This design comes from an exercise in tuning for small area on the open sky130 flow, not from production work.
The RTL was checked by simulation tests, not by an equivalence proof against the original design.
No activity file was given, so power comes from the tool's default toggle rates.

run a:
## zig_sampler
module zig_sampler (
  input  logic        clk,
  input  logic        rst_n,
  input  logic        u_valid,
  output logic        u_ready,
  input  logic [39:0] u_data,
  output logic [6:0]  rect_idx,
  input  logic [17:0] rmost_coord,
  input  logic [31:0] wedge_bound_ratio,
  output logic        z_valid,
  input  logic        z_ready,
  output logic [18:0] z_data,
  output logic        slow_valid,
  input  logic        slow_ready,
  output logic [6:0]  slow_idx,
  output logic [31:0] slow_frac,
  output logic        slow_sign,
  output logic [15:0] acc_cnt,
  output logic [15:0] rej_cnt
);
For scale: ~1,800 cells after synthesis, about 200 I/O pins, about 16,000 µm² of cells after synthesis.
==> flow/config.mk <==
export PLATFORM = sky130hd
export DESIGN_NAME = zig_sampler
export DESIGN_NICKNAME = zig_sampler
export VERILOG_FILES = /design/flow/design.v
export SDC_FILE = /design/flow/constraint.sdc
export NUM_CORES = 4
export LEC_CHECK = 0
export CAP_MARGIN = 5
export CORE_MARGIN = 2
export CORE_UTILIZATION = 55
export CTS_BUF_LIST = sky130_fd_sc_hd__clkbuf_8
export PLACE_DENSITY = 0.65
export SLEW_MARGIN = 5
export SYNTH_HIERARCHICAL = 1
==> flow/constraint.sdc <==
create_clock -name core_clock -period 9.0 [get_ports {clk}]
set_input_delay 1.8000 -clock core_clock [delete_from_list [all_inputs] [get_ports {clk}]]
set_output_delay 1.8000 -clock core_clock [all_outputs]
set_load 0.01 [all_outputs]
standard.sh (not shown) runs the stock make flow with config.mk's settings and CLKGATE_MAP_FILE= SYNTH_SCRIPT=/design/flow/synth_recipe.tcl, a recipe that flattens the netlist after the stock synthesis.
==> flow/flow/run.sh <==
#!/bin/bash
# Own flow: the standard synthesis, an area-oriented re-mapping of its combinational cells
# (registers untouched), then the standard layout with buf_1 as the port buffer and a
# clock tree of clkbuf_8 without dummy loads.
set -euo pipefail
W=$(pwd)
R=$W/orfs/results/$FLOW_PLATFORM/zig_sampler/base
YOSYS=$FLOW_HOME/../tools/install/yosys/bin/yosys
LIB=$FLOW_HOME/platforms/$FLOW_PLATFORM/lib/sky130_fd_sc_hd__tt_025C_1v80.lib

bash standard.sh synth > "$W/1_standard_synth.log" 2>&1
cp "$R/1_2_yosys.v" "$W/1_2_yosys_standard.v"

REMAP_LIB=$LIB REMAP_IN=$W/1_2_yosys_standard.v REMAP_OUT=$R/1_2_yosys.v REMAP_TOP=$FLOW_TOP \
  REMAP_SCRIPT=$W/flow/area.abc "$YOSYS" -c "$W/flow/remap.tcl" > "$W/2_remap.log" 2>&1
rm -f "$R/1_synth.odb" "$R/1_synth.sdc"

bash standard.sh "BUFFER_PORTS_ARGS=-buffer_cell sky130_fd_sc_hd__buf_1" \
  "CTS_ARGS=-sink_clustering_enable -repair_clock_nets -buf_list sky130_fd_sc_hd__clkbuf_8 -dont_use_dummy_load -sink_clustering_size 24 -sink_clustering_max_diameter 150" \
  finish > "$W/3_standard_layout.log" 2>&1
==> flow/flow/area.abc <==
strash
&get -n
&deepsyn -I 10 -J 3
&put
dc2
dch -f
amap
topo
==> flow/flow/remap.tcl <==
# Re-map the combinational standard cells of the standard synthesis for area.
# Registers, full/half adders and tie cells are kept as they are (same instances, same names).
yosys -import
set lib $::env(REMAP_LIB)
read_liberty -ignore_miss_func -ignore_miss_dir $lib
read_verilog -overwrite $::env(REMAP_IN)
hierarchy -top $::env(REMAP_TOP)
foreach pat {sky130_fd_sc_hd__df* sky130_fd_sc_hd__edf* sky130_fd_sc_hd__sdf* sky130_fd_sc_hd__fa_* sky130_fd_sc_hd__ha_* sky130_fd_sc_hd__conb_*} {
  catch { setattr -mod -set keep_hierarchy 1 $pat }
}
flatten
opt_clean -purge
abc -liberty $lib -script $::env(REMAP_SCRIPT) -dont_use sky130_fd_sc_hd__lpflow_* -dont_use sky130_fd_sc_hd__probe*
opt_clean -purge
hilomap -singleton -hicell sky130_fd_sc_hd__conb_1 HI -locell sky130_fd_sc_hd__conb_1 LO
setattr -mod -unset keep_hierarchy
select $::env(REMAP_TOP)
stat -liberty $lib
write_verilog -noattr -noexpr -nohex -nodec -selected $::env(REMAP_OUT)
Per the final summary, run a finished and its layout is clean on timing, DRC and antenna.
Edits applied to the flow inputs when going from run a to run b:
Settings: a change of SLEW_MARGIN from 5 to 20; a change of CAP_MARGIN from 5 to 20.
-- flow/flow/run.sh --
<<< run a, line 19
  "CTS_ARGS=-sink_clustering_enable -repair_clock_nets -buf_list sky130_fd_sc_hd__clkbuf_8 -dont_use_dummy_load -sink_clustering_size 24 -sink_clustering_max_diameter 150" \
>>> run b, line 19
  "CTS_ARGS=-sink_clustering_enable -repair_clock_nets -buf_list sky130_fd_sc_hd__clkbuf_8 -dont_use_dummy_load" \
- Diff run a..run b | post-route total power | negligible
- Area after synthesis came out exactly the same in run a and run b.
- Delta (run b minus run a): height of the die comparable, number of buffer and inverter instances along the worst setup path has remained practically unchanged.

========
zig_sampler, a different RTL version from the one above (not shown whole).
Size in the first run: ~1700 cells after synthesis, roughly 16000 sq um of cells after synthesis.
export LEC_CHECK = 0
export CAP_MARGIN = 20
export CORE_MARGIN = 2
export CORE_UTILIZATION = 60
export CTS_BUF_LIST = sky130_fd_sc_hd__clkbuf_8
export PLACE_DENSITY = 0.7
export SLEW_MARGIN = 20
export SYNTH_HIERARCHICAL = 1
create_clock -name core_clock -period 9.0 [get_ports {clk}]
==> flow/flow/run.sh <==
#!/bin/bash
# Own flow: the standard synthesis, an area-oriented re-mapping of its combinational cells
# (registers untouched), then the standard layout with buf_1 as the port buffer and a
# clock tree of clkbuf_8 without dummy loads.
set -euo pipefail
W=$(pwd)
R=$W/orfs/results/$FLOW_PLATFORM/zig_sampler/base
YOSYS=$FLOW_HOME/../tools/install/yosys/bin/yosys
LIB=$FLOW_HOME/platforms/$FLOW_PLATFORM/lib/sky130_fd_sc_hd__tt_025C_1v80.lib

bash standard.sh synth > "$W/1_standard_synth.log" 2>&1
cp "$R/1_2_yosys.v" "$W/1_2_yosys_standard.v"

REMAP_LIB=$LIB REMAP_IN=$W/1_2_yosys_standard.v REMAP_OUT=$R/1_2_yosys.v REMAP_TOP=$FLOW_TOP \
  REMAP_SCRIPT=$W/flow/area.abc "$YOSYS" -c "$W/flow/remap.tcl" > "$W/2_remap.log" 2>&1
rm -f "$R/1_synth.odb" "$R/1_synth.sdc"

bash standard.sh "BUFFER_PORTS_ARGS=-buffer_cell sky130_fd_sc_hd__buf_1" \
  "CTS_ARGS=-sink_clustering_enable -repair_clock_nets -buf_list sky130_fd_sc_hd__clkbuf_8 -dont_use_dummy_load" \
  finish > "$W/3_standard_layout.log" 2>&1
==> flow/flow/area.abc <==
strash
&get -n
&deepsyn -I 10 -J 3
&put
dc2
dch -f
amap
topo
buffer -N 40 -G 1000 -S 800
topo
Scripts as last shown in full above: flow/flow/remap.tcl
The first run went through all stages and came out clean.
Edit:
--- a/flow/config.mk
+++ b/flow/config.mk
@@ -8,7 +8,7 @@
 export CAP_MARGIN = 20
 export CORE_MARGIN = 2
-export CORE_UTILIZATION = 60
+export CORE_UTILIZATION = 55
 export CTS_BUF_LIST = sky130_fd_sc_hd__clkbuf_8
-export PLACE_DENSITY = 0.7
+export PLACE_DENSITY = 0.65
 export SLEW_MARGIN = 20
 export SYNTH_HIERARCHICAL = 1
Result: Cell area is higher by 0.70%; setup slack loses 0.0053 ns; count of clock-buffer cells in the layout stays the same; routed wire length is higher by 1.2%; utilization is lower by 5.7 points.

========
RTL: one of the versions met above, not the one the previous note started from.
Size in the first run: roughly 200 I/O pins.
export LEC_CHECK = 0
export CAP_MARGIN = 20
export CORE_MARGIN = 2
export CORE_UTILIZATION = 55
export CTS_BUF_LIST = sky130_fd_sc_hd__clkbuf_8
export PLACE_DENSITY = 0.65
export SLEW_MARGIN = 20
export SYNTH_HIERARCHICAL = 1
create_clock -name core_clock -period 9.0 [get_ports {clk}]
==> flow/flow/run.sh <==
#!/bin/bash
# Own flow: the standard synthesis, an area-oriented re-mapping of its combinational cells
# (registers untouched), then the standard layout with buf_1 as the port buffer.
set -euo pipefail
W=$(pwd)
R=$W/orfs/results/$FLOW_PLATFORM/zig_sampler/base
YOSYS=$FLOW_HOME/../tools/install/yosys/bin/yosys
LIB=$FLOW_HOME/platforms/$FLOW_PLATFORM/lib/sky130_fd_sc_hd__tt_025C_1v80.lib

bash standard.sh synth > "$W/1_standard_synth.log" 2>&1
cp "$R/1_2_yosys.v" "$W/1_2_yosys_standard.v"

REMAP_LIB=$LIB REMAP_IN=$W/1_2_yosys_standard.v REMAP_OUT=$R/1_2_yosys.v REMAP_TOP=$FLOW_TOP \
  REMAP_SCRIPT=$W/flow/area.abc "$YOSYS" -c "$W/flow/remap.tcl" > "$W/2_remap.log" 2>&1
rm -f "$R/1_synth.odb" "$R/1_synth.sdc"

bash standard.sh "BUFFER_PORTS_ARGS=-buffer_cell sky130_fd_sc_hd__buf_1" finish > "$W/3_standard_layout.log" 2>&1
==> flow/flow/area.abc <==
strash
dch
amap
topo
Scripts as last shown in full above: flow/flow/remap.tcl
Change:
--- a/flow/flow/run.sh
+++ b/flow/flow/run.sh
@@ -3 +3,2 @@
-# (registers untouched), then the standard layout with buf_1 as the port buffer.
+# (registers untouched), then the standard layout with buf_1 as the port buffer and a
+# clock tree of clkbuf_8 without dummy loads.
@@ -17 +18,3 @@
-bash standard.sh "BUFFER_PORTS_ARGS=-buffer_cell sky130_fd_sc_hd__buf_1" finish > "$W/3_standard_layout.log" 2>&1
+bash standard.sh "BUFFER_PORTS_ARGS=-buffer_cell sky130_fd_sc_hd__buf_1" \
+  "CTS_ARGS=-sink_clustering_enable -repair_clock_nets -buf_list sky130_fd_sc_hd__clkbuf_8 -dont_use_dummy_load -sink_clustering_size 16" \
+  finish > "$W/3_standard_layout.log" 2>&1
==> flow/flow/area.abc (replaced) <==
strash
&get -n
&deepsyn -I 10 -J 3
&put
dc2
dch -f
amap
topo
The changed run produced a clean layout.
Cell count went down by 0.64%.
Final area goes down by 1.7%.
Sequential power stays flat.
Critical path depth grows by 5.
Flip-flop and latch count does not change.
Routed wire length falls by 5.4%.
Clock power drops by 35%.
Global-route usage falls by 1.4 points.
Maximum frequency decreases by 1.3%.
Total power goes down by 7.5%.
Non-clock buffer count went up by 12.
Change:
--- a/flow/flow/run.sh
+++ b/flow/flow/run.sh
@@ -19 +19 @@
-  "CTS_ARGS=-sink_clustering_enable -repair_clock_nets -buf_list sky130_fd_sc_hd__clkbuf_8 -dont_use_dummy_load -sink_clustering_size 16" \
+  "CTS_ARGS=-sink_clustering_enable -repair_clock_nets -buf_list sky130_fd_sc_hd__clkbuf_8 -dont_use_dummy_load" \
==> flow/flow/area.abc (replaced) <==
strash
dch
amap
topo
Total power is higher by a few percent.
Final area is higher slightly.
Sequential share of layout area goes down by 0.14 points.

port drivers added, routing unchanged:
How much do the figures lean on ideal ports? The routed layouts below were timed once more, with nothing changed but the port constraints.
Step 1 sets driving cells, clkbuf_16 on the clock port and buf_2 on the other inputs (assumed; they add their load-dependent delay and slew).
Step 2 also shifts input and output timing later by t, the mid clock arrival at the registers, as if the neighbouring blocks saw the same clock.
a / b / c = no drivers / after step 1 / after step 2; a / b = the first two.
run | t, ns | slack for setup (ns) | slew at the worst register clock pin (ns)
run a | 0.508 | 0.798 / 0.803 / 0.295 | 0.09 / 0.09
run b | 0.508 | 0.798 / 0.803 / 0.295 | 0.09 / 0.09
the first run of note 2 | 0.502 | 0.587 / 0.564 / 0.193 | 0.12 / 0.12
the second run of note 2 | 0.496 | 0.582 / 0.562 / 0.362 | 0.10 / 0.10
the first run of note 3 | 0.540 | 0.907 / 0.935 / 0.395 | 0.11 / 0.11
the second run of note 3 | 0.508 | 0.798 / 0.803 / 0.295 | 0.09 / 0.09
the third run of note 3 | 0.526 | 0.939 / 0.968 / 0.441 | 0.10 / 0.10
After both steps every run listed still meets setup and hold. The setup slack of the first run of note 3, which loses most, moves by +0.028 ns with the drivers and by -0.512 ns with both steps.
